This is an optimization exercise on Yosys and OpenROAD, whose aim is small area and few clock cycles per item, not a production implementation. At most, simulation tests tie the RTL to the original design; equivalence was not proved. Only the layout flow was run in run 2; the RTL was not checked for function there.

==> flow/design.v, too long to show whole: its modules and the start of the top module <==
// module fp_mult_pipe: 1664 lines
module fp_mult_pipe #(
   parameter int EXP_W = 8,
   parameter int MAN_W = 23
) (
   input  logic                 clk,
   input  logic                 rst_n,
   input  logic                 in_valid,
   output logic                 in_ready,
   input  logic [EXP_W+MAN_W:0] x,
   input  logic [EXP_W+MAN_W:0] y,
   output logic                 out_valid,
   input  logic                 out_ready,
   output logic [EXP_W+MAN_W:0] result
   ,
   output logic [3:0]           flags
);
  // ...
==> flow/flow/run.sh <==
#!/bin/bash
# Layout flow: the standard ORFS flow (standard.sh) with three changes:
#  - synthesis skips Yosys's generic `abc -fast` pass (synth -noabc), so the full
#    adders written in the RTL reach extract_fa as written;
#  - the final ABC technology mapping uses flow/abc.script (area recovery under a
#    delay target, then gate sizing) instead of ORFS's abc_speed.script;
#  - every port is buffered by a buf_2 instead of the default clkdlybuf4s50_1.
set -euo pipefail
cd "$(dirname "$0")/.."
W=$(pwd)
export FLOW_SYNTH_TCL=$W/synth_recipe.tcl
export FLOW_ABC_SCRIPT=$W/flow/abc.script
export BUFFER_PORTS_ARGS="-buffer_cell sky130_fd_sc_hd__buf_2"
bash standard.sh synth SYNTH_ARGS=-noabc SYNTH_SCRIPT=$W/flow/synth.tcl > synth.log 2>&1
bash standard.sh finish SYNTH_ARGS=-noabc SYNTH_SCRIPT=$W/flow/synth.tcl > layout.log 2>&1
==> flow/flow/abc.script <==
strash
ifraig
dch -f
map -D 5500
topo
stime -c
buffer -c
upsize -c -D 5500
dnsize -c -D 5500
==> flow/flow/synth.tcl <==
# The standard flow's synthesis script (synth_recipe.tcl, sourced below unchanged), with the
# technology-mapping ABC run given our own script (flow/abc.script) in place of
# ORFS's abc_speed.script.  Only the combinational mapping changes; registers are
# mapped before ABC runs and keep their standard-synthesis names and cells.
proc abc {args} {
  set i [lsearch -exact $args -script]
  if { $i >= 0 } {
    lset args [expr {$i + 1}] $::env(FLOW_ABC_SCRIPT)
    puts "flow/synth.tcl: abc -script $::env(FLOW_ABC_SCRIPT)"
  }
  yosys abc {*}$args
}
source $::env(FLOW_SYNTH_TCL)
==> flow/standard.sh <==
#!/bin/bash
# synth_recipe.tcl (not shown) runs the flow's synth.tcl, then flattens the netlist and writes it again
# the make line also repeats each setting of config.mk as NAME=value (left out here)
make -C /OpenROAD-flow-scripts/flow DESIGN_CONFIG=/design/flow/config.mk WORK_HOME=/design/flow/orfs CLKGATE_MAP_FILE= SYNTH_SCRIPT=/design/flow/synth_recipe.tcl "${@:-finish}"
==> flow/config.mk <==
export PLATFORM = sky130hd
export DESIGN_NAME = fp_mult_pipe
export DESIGN_NICKNAME = fp_mult_pipe
export VERILOG_FILES = /design/flow/design.v
export SDC_FILE = /design/flow/constraint.sdc
export NUM_CORES = 4
export LEC_CHECK = 0
export CAP_MARGIN = 20
export CORE_MARGIN = 2
export CORE_UTILIZATION = 50
export CTS_BUF_LIST = sky130_fd_sc_hd__clkbuf_8
export GPL_TIMING_DRIVEN = 0
export SLEW_MARGIN = 20
==> flow/constraint.sdc <==
create_clock -name core_clock -period 7.5 [get_ports {clk}]
set_input_delay 1.5000 -clock core_clock [delete_from_list [all_inputs] [get_ports {clk}]]
set_output_delay 1.5000 -clock core_clock [all_outputs]
set_load 0.01 [all_outputs]
==> impl_metrics.env, run 1 <==
export IMPL_cp_slowest_cell="fa_1"
export IMPL_synth_ff_type="edfxtp_1"
export IMPL_outcome="complete, no violations"
export IMPL_nClkBuffers=5
export IMPL_drc=0
export IMPL_ctsLongestPathBuffers=2
export IMPL_multi_input_area_um2=13500
export IMPL_cts_tree="built"
export IMPL_nets=2385
export IMPL_period_share_pct=96.4
export IMPL_synth_top_cell_by_area="fa_1"
export IMPL_largestRegisters="ph_q: 26 flops, e_q: 9 flops, sc_q: 2 flops"
export IMPL_die_w_um=182
export IMPL_num_vias=13900
export IMPL_worstPathMaxFanout=10
export IMPL_antenna_found_initial=0
export IMPL_drive_above_1_share_pct=12.7
export IMPL_synth_compound_area_share_pct=16.2
export IMPL_yosysMostFrequentCell="xor2_1"
export IMPL_hold_ws_ns=0.805
export IMPL_clk_latency_ns=0.31
export IMPL_mostFrequentLayoutCells="xor2_1, fa_1, o22ai_1"
Testbench counts, summed over its fixed seeds: cycles 16,008, items 16,000.
==> run 2, diff against run 1 <==
--- a/flow/design.v
+++ b/flow/design.v
@@ -1619,17 +1619,17 @@
    assign rnd   = msb ? rnd1 : rnd0;
    assign inx   = ph_q[0] | st_q | (msb & ph_q[1]);
    always_comb begin
       ones[0] = 1'b1;
       for (int i = 1; i < SW; i++)
          ones[i] = ones[i-1] & man_n[i-1];
    end
    assign frac = man_n[MAN_W-1:0] ^ ({MAN_W{rnd}} & ones[MAN_W-1:0]);
-   assign cry  = rnd & (&ph_q[SW:2]) & (msb | ph_q[1]);
+   assign cry  = rnd & ones[SW-1] & man_n[SW-1];
    logic [XW-1:0] e_s;
    assign e_s = {1'b0, e_q} + XW'(msb) + XW'(cry);
    assign e_o = e_s[EXP_W-1:0] - BIAS[EXP_W-1:0];
    assign ovf = (e_s >= EMAX + BIAS);
    assign unf = (e_s <= BIAS);
    logic [W-1:0] r_d;
    logic [3:0]   f_d;
    always_comb begin
==> flow/config.mk (replaced) <==
export PLATFORM = sky130hd
export DESIGN_NAME = fp_mult_pipe
export DESIGN_NICKNAME = fp_mult_pipe
export VERILOG_FILES = /design/flow/design.v
export SDC_FILE = /design/flow/constraint.sdc
export NUM_CORES = 4
export LEC_CHECK = 0
export CAP_MARGIN = 20
export CORE_MARGIN = 2
export CORE_UTILIZATION = 40
export CTS_BUF_LIST = sky130_fd_sc_hd__clkbuf_8
export GPL_TIMING_DRIVEN = 0
export SLEW_MARGIN = 20
==> run 2 against run 1 <==
Still clean on timing, DRC and antenna; die area up 24%; cell count up 5.7%; clock skew down 0.0051 ns; wire length up 6.5%; via count up 2.0%; fmax down 2.0%; utilization down 9.4 points; critical path depth down 2; setup slack worse by 0.15 ns; non-clock buffer count up 23; highest routed layer unchanged.
==> impl_metrics.env, run 2 <==
export IMPL_path_buf_inv=4
export IMPL_synth_ff_type="edfxtp_1"
export IMPL_portBuffers=105
export IMPL_largestRegisters="ph_q: 26 flops, e_q: 9 flops, sc_q: 2 flops"
export IMPL_synthTopCellsByArea="fa_1, xor2_1, o22ai_1, ha_1, edfxtp_1"
export IMPL_synth_nets=2246
export IMPL_cpMostUsedCell="fa_1"
export IMPL_holdCritPathClass="reg2reg"
export IMPL_htree_num_levels=2
export IMPL_dp_slack_ns=-1.57
export IMPL_maxCapViolations=0
export IMPL_path_cells="buf_2, inv_1, clkbuf_1, xor2_1, o22ai_1, fa_1, fa_1, fa_2, fa_1, ha_1, a21oi_1, nand2_1, a211oi_4, nand2_4, nand4_1, nand4_1, buf_4, a21oi_1, nor2_1, nor2_1, xor2_1"
export IMPL_synth_top_cell_by_area="fa_1"
export IMPL_drtAntennaViolNets=0
export IMPL_std_cell_rows=72
export IMPL_clock_tree_root_cell="clkbuf_8"
export IMPL_hold_viol_final=0
export IMPL_worstMarginPinSlew_ns=1.14
export IMPL_place_gp_congestion=1.00
export IMPL_ys_types=40
export IMPL_yosysMostFrequentCell="xor2_1"
export IMPL_outcome="complete, no violations"
export IMPL_postSynthCellCount=1809
export IMPL_setup_violations=0
export IMPL_path_class="in2reg"
export IMPL_antenna_found_initial=0
export IMPL_netlist_area_um2=15800
export IMPL_initial_utilization_pct=40.7
export IMPL_ys_ff_latch=41
export IMPL_num_vias=14200
export IMPL_numCtsBuffers=5
export IMPL_path_clk_slew_ns=0.08
export IMPL_clock_sinks=41
export IMPL_crit_arrival_ns=7.43
export IMPL_top_register="ph_q"
export IMPL_grt_pass1_wl_mm=84.7
export IMPL_cts_tree="built"
export IMPL_die_y_um=203
export IMPL_relSlewSlack_pct=24.2
export IMPL_syn_avg_cell_area_um2=8.73
export IMPL_grt_total_usage_pct=27.2
export IMPL_period_needed_ns=7.38
export IMPL_synthToLayoutAreaGrowth_pct=14.5
export IMPL_dp_hpwl_mm=46.9
export IMPL_drv_slew=0
export IMPL_crit_required_ns=7.56
export IMPL_critPathCaptureType="flip-flop"
export IMPL_worstPathMaxFanout=10
export IMPL_drive_above_1_share_pct=15.8
export IMPL_n_fill_cell=3819
export IMPL_critical_path_top_delay_family="adder cells"
export IMPL_setup_ws_ns=0.122
export IMPL_startpoint_type="primary input"
export IMPL_yosys_top_cells_count="xor2_1, fa_1, o22ai_1"
export IMPL_ios=106
export IMPL_routed_via_density=5.71
export IMPL_core_area_um2=38800
export IMPL_drtIter0Drc=1204
export IMPL_yosysWarnings=1
export IMPL_overflow=0
export IMPL_drt_total_wl_mm=55.8
export IMPL_fmax_mhz=136
export IMPL_wl_per_cell_um=22.5
export IMPL_finClkSkew_ns=0.00493
export IMPL_die_area_um2=41100
export IMPL_grt_pass1_vias=14300
export IMPL_cp_slowest_cell="clkbuf_1"
export IMPL_antenna_cells=0
export IMPL_seq_area_frac_synth_pct=7.77
export IMPL_slowest_delay_ns=0.86
export IMPL_layout_commonest_cell="xor2_1"
export IMPL_largest_reg_flops=26
export IMPL_drt_pass1_iter_count=5
export IMPL_tns_ns=0
export IMPL_mostFrequentLayoutCells="xor2_1, fa_1, o22ai_1"
export IMPL_synth_edff_count=40
export IMPL_synthArstFlopShare_pct=2.44
export IMPL_grt_max_degree=24
export IMPL_period_share_pct=98.4
export IMPL_die_w_um=203
export IMPL_ctsLongestPathBuffers=2
export IMPL_clk_latency_ns=0.30
export IMPL_nets=2403
export IMPL_drc=0
export IMPL_yosys_area_top_type_share_pct=32.8
export IMPL_holdBufCountCts=0
run 2: path summary, 6_finish.rpt:
path / to / start / slack [ns] / cells after the start
max: ph_q[20] / x[3] / 0.12 / 21
max reg2reg: ph_q[11] / v_q / 6.16 / 2
max in group asynchronous: v_q / rst_n / 6.46 / 1
min in group asynchronous: v_q / rst_n / 0.96 / 1
min reg2reg: v_q / v_q / 0.87 / 2
min: v_q / v_q / 0.87 / 2
run 2: kinds of logic (layout without fill, tap and decap cells):
group	after synthesis	after routing	synth area share (%)
buffers and inverters	306	464	7.28
xor gates and xnor gates	313	313	17.4
adders and majority gates	369	369	41.6
and+or+nand+nor	339	339	9.06
DFF	41	41	7.77
AOI/OAI and AO/OA	441	441	17.0
run 2: stage by stage:
stage	hold slack, ns	utilization (%)	area (um2)	std cells
after global routing	0.942	46.5	18100	2485
after floorplan	1.20	-	15800	1809
final	0.868	46.5	18100	2485
after global placement	1.27	43.7	17000	2432
after detailed placement	0.864	43.8	17000	2433
after CTS	0.886	45.0	17500	2447
run 2: cell type report:
class	count	area, um2	area share, %
Clock inverter	3	22.5	0.125
Tap cell	518	648	3.59
Inverter	202	786	4.35
Buffer	86	523	2.89
Clock buffer	5	68.8	0.381
Timing Repair Buffer	168	1030	5.73
Sequential cell	41	1230	6.78
Multi-Input combinational cell	1462	13800	76.2
run 2: routing by layer:
| metal | share of wire [%] | vias to the layer above | GRT usage [%] |
|---|---|---|---|
| met2 | 46 | 643 | 44.9 |
| li1 | - | 6506 | - |
| met1 | 43 | 6927 | 37.2 |
| met4 | 4.3 | 0 | 10.3 |
| met5 | 0 | - | 0 |
| met3 | 7.1 | 106 | 2.36 |
run 2: what timing repair did:
| item | CTS | global route |
|---|---|---|
| setup buffers | 18 | 44 |
| gates resized for setup | 113 | 132 |
| pin swaps | 12 | 18 |
| setup endpoints to repair | 60 | 53 |
run 2: worst min-delay path, delay by kind of cell (launching register included):
kind | cells | cell delay [ns]
flops | 1 | 0.36
simple gates | 2 | 0.47

afterwards: timing with drivers on the ports:
The flow's constraints put no driver on any port. The routed layouts listed below were extracted and timed again, unchanged, in two steps.
Step 1 sets driving cells, clkbuf_16 on the clock port and buf_2 on the other inputs (assumed; they add their load-dependent delay and slew).
Step 2, shift: input delay + t, output delay - t, t = (earliest + latest rising clock arrival at the registers) / 2. This alone moves slack from input paths to output paths.
Slacks: ideal / step 1 / step 2; pairs: ideal / step 1.
run	shift t [ns]	setup WS [ns]	worst slew at a driven data input, ns
run 1	0.334	0.270 / 0.284 / -0.050	0.05
run 2	0.327	0.122 / 0.127 / -0.200	0.05
With both steps, setup timing fails in run 1 and run 2, where it was met with ideal ports. The setup slack of run 2, which loses most, moves by +0.005 ns with the drivers and by -0.322 ns with both steps.
